Source: an optimization exercise on an open RTL-to-GDS flow (aim: a short achievable clock period and few clock cycles per item). Production flows keep margins and buffers that such runs may drop. The RTL was checked by simulation tests, not by an equivalence proof against the original design. No activity file was given, so power comes from the tool's default toggle rates.

Design virtio_mmio_top, start of the top module:
module virtio_mmio_top
#(
	parameter int ID_W      = 1,
	parameter int QUEUE_NUM = 1
)
(
	input  logic            axi_aclk,
	input  logic            axi_aresetn,
	input  logic [ID_W-1:0] awid,
	input  logic [11:0]     awaddr,
	input  logic [7:0]      awlen,
	input  logic [1:0]      awburst,
	input  logic            awvalid,
	output logic            awready,
	input  logic [31:0]     wdata,
	input  logic            wlast,
	input  logic            wvalid,
	output logic            wready,
	output logic [ID_W-1:0] bid,
	output logic [1:0]      bresp,
	output logic            bvalid,
	input  logic            bready,
	input  logic [ID_W-1:0] arid,
	input  logic [11:0]     araddr,
	input  logic [7:0]      arlen,
	input  logic [1:0]      arburst,
	input  logic            arvalid,
	output logic            arready,
	output logic [ID_W-1:0] rid,
	output logic [31:0]     rdata,
	output logic [1:0]      rresp,
	output logic            rlast,
	output logic            rvalid,
	input  logic            rready,
	output logic            interrupt
);
For scale: about 2200 cells after synthesis, roughly 130 I/O pins, about 32000 sq um of cells after synthesis.
export LEC_CHECK = 0
export ABC_CLOCK_PERIOD_IN_PS = 2000
export CAP_MARGIN = 20
export CORE_MARGIN = 2
export CORE_UTILIZATION = 40
export SETUP_SLACK_MARGIN = 3.0
export SLEW_MARGIN = 20
create_clock -name core_clock -period 5.0 [get_ports {axi_aclk}]
run.sh (not shown) runs the stock make flow with config.mk's settings and CLKGATE_MAP_FILE= SYNTH_SCRIPT=/design/flow/synth_recipe.tcl, a recipe that flattens the netlist after the stock synthesis.
The baseline ran to the end with no violations.
Testbench counts at the start, summed over its fixed seeds: cycles 8,757, items 11,627.
Rerun with:
- ABC_CLOCK_PERIOD_IN_PS: 2000 -> unset
- SETUP_SLACK_MARGIN: 3.0 -> unset
The new run produced a clean layout.
Combinational power fell by well over a third.
Final area fell by about a fifth.
Register-to-register slack loses 0.91 ns.
Fmax fell by about a fifth.


Another version of the RTL of virtio_mmio_top (not shown whole).
For scale: about 3,200 cells after synthesis, about 650 flip-flops, about 130 I/O pins.
export LEC_CHECK = 0
export ABC_CLOCK_PERIOD_IN_PS = 2000
export CAP_MARGIN = 20
export CORE_MARGIN = 2
export CORE_UTILIZATION = 40
export SETUP_SLACK_MARGIN = 3.0
export SLEW_MARGIN = 20
create_clock -name core_clock -period 5.0 [get_ports {axi_aclk}]
standard.sh (not shown) runs the stock make flow with config.mk's settings and CLKGATE_MAP_FILE= SYNTH_SCRIPT=/design/flow/synth_recipe.tcl, a recipe that flattens the netlist after the stock synthesis.
==> flow/flow/run.sh <==
#!/bin/bash
# The standard layout, with two sizing options changed so timing repair can
# work on the port buffers: port buffers start as buf_4 instead of a delay
# cell, and resizing may change a cell's footprint.
set -euo pipefail
bash standard.sh MATCH_CELL_FOOTPRINT=0 "BUFFER_PORTS_ARGS=-buffer_cell sky130_fd_sc_hd__buf_4" finish > standard_flow.log 2>&1
The starting point finished with timing, DRC and antenna clean.
Testbench counts at the start, summed over its fixed seeds: cycles 8,757, items 11,627.
Change:
==> flow/run.sh (new file) <==
#!/bin/bash
# synth_recipe.tcl (not shown) runs the flow's synth.tcl, then flattens the netlist and writes it again
# the make line also repeats each setting of config.mk as NAME=value (left out here)
make -C /OpenROAD-flow-scripts/flow DESIGN_CONFIG=/design/flow/config.mk WORK_HOME=/design/flow/orfs CLKGATE_MAP_FILE= SYNTH_SCRIPT=/design/flow/synth_recipe.tcl finish
--- a/flow/config.mk
+++ b/flow/config.mk
@@ -7,3 +7,3 @@
 export LEC_CHECK = 0
-export ABC_CLOCK_PERIOD_IN_PS = 2000
+export ABC_CLOCK_PERIOD_IN_PS = 1000
 export CAP_MARGIN = 20
@@ -11,3 +11,3 @@
 export CORE_UTILIZATION = 40
-export SETUP_SLACK_MARGIN = 3.0
+export SETUP_SLACK_MARGIN = 3.3
 export SLEW_MARGIN = 20
removed: flow/flow/run.sh
removed: flow/standard.sh
After rerunning:
- clock-buffer cell count went up by 1
- global-route usage came out higher by 3.9 points
- area after synthesis stays the same
- non-clock buffer count is higher by 211

==> what the ideal ports hide <==
The flow's constraints put no driver on any port. The routed layouts listed below were extracted and timed again, unchanged, in two steps.
Step 1 (the two cells are an assumption about what drives the block):
set clk [get_ports {axi_aclk}]
set_driving_cell -lib_cell sky130_fd_sc_hd__clkbuf_16 $clk
set_driving_cell -lib_cell sky130_fd_sc_hd__buf_2 [delete_from_list [all_inputs] $clk]
Step 2 moves the port delays by t, midway between the first and last clock arrival at a register: inputs arrive t later, outputs are due t later. That takes back most of the time a late clock gives input paths.
Slacks: ideal / step 1 / step 2; pairs: ideal / step 1.
| run | t, ns | setup WS [ns] | slew at the worst register clock pin (ns) |
|---|---|---|---|
| the first run of note 1 | 0.730 | 1.748 / 1.748 / 1.168 | 0.07 / 0.07 |
| the second run of note 1 | 0.692 | 0.833 / 0.833 / 0.431 | 0.07 / 0.07 |
| the first run of note 2 | 0.689 | 2.694 / 2.610 / 1.921 | 0.07 / 0.07 |
| the second run of note 2 | 0.699 | 2.684 / 2.652 / 1.953 | 0.08 / 0.08 |
After both steps setup and hold are still met in every run listed. For the first run of note 2, which loses most, drivers alone change the setup slack by -0.084 ns; drivers and shift together by -0.773 ns.
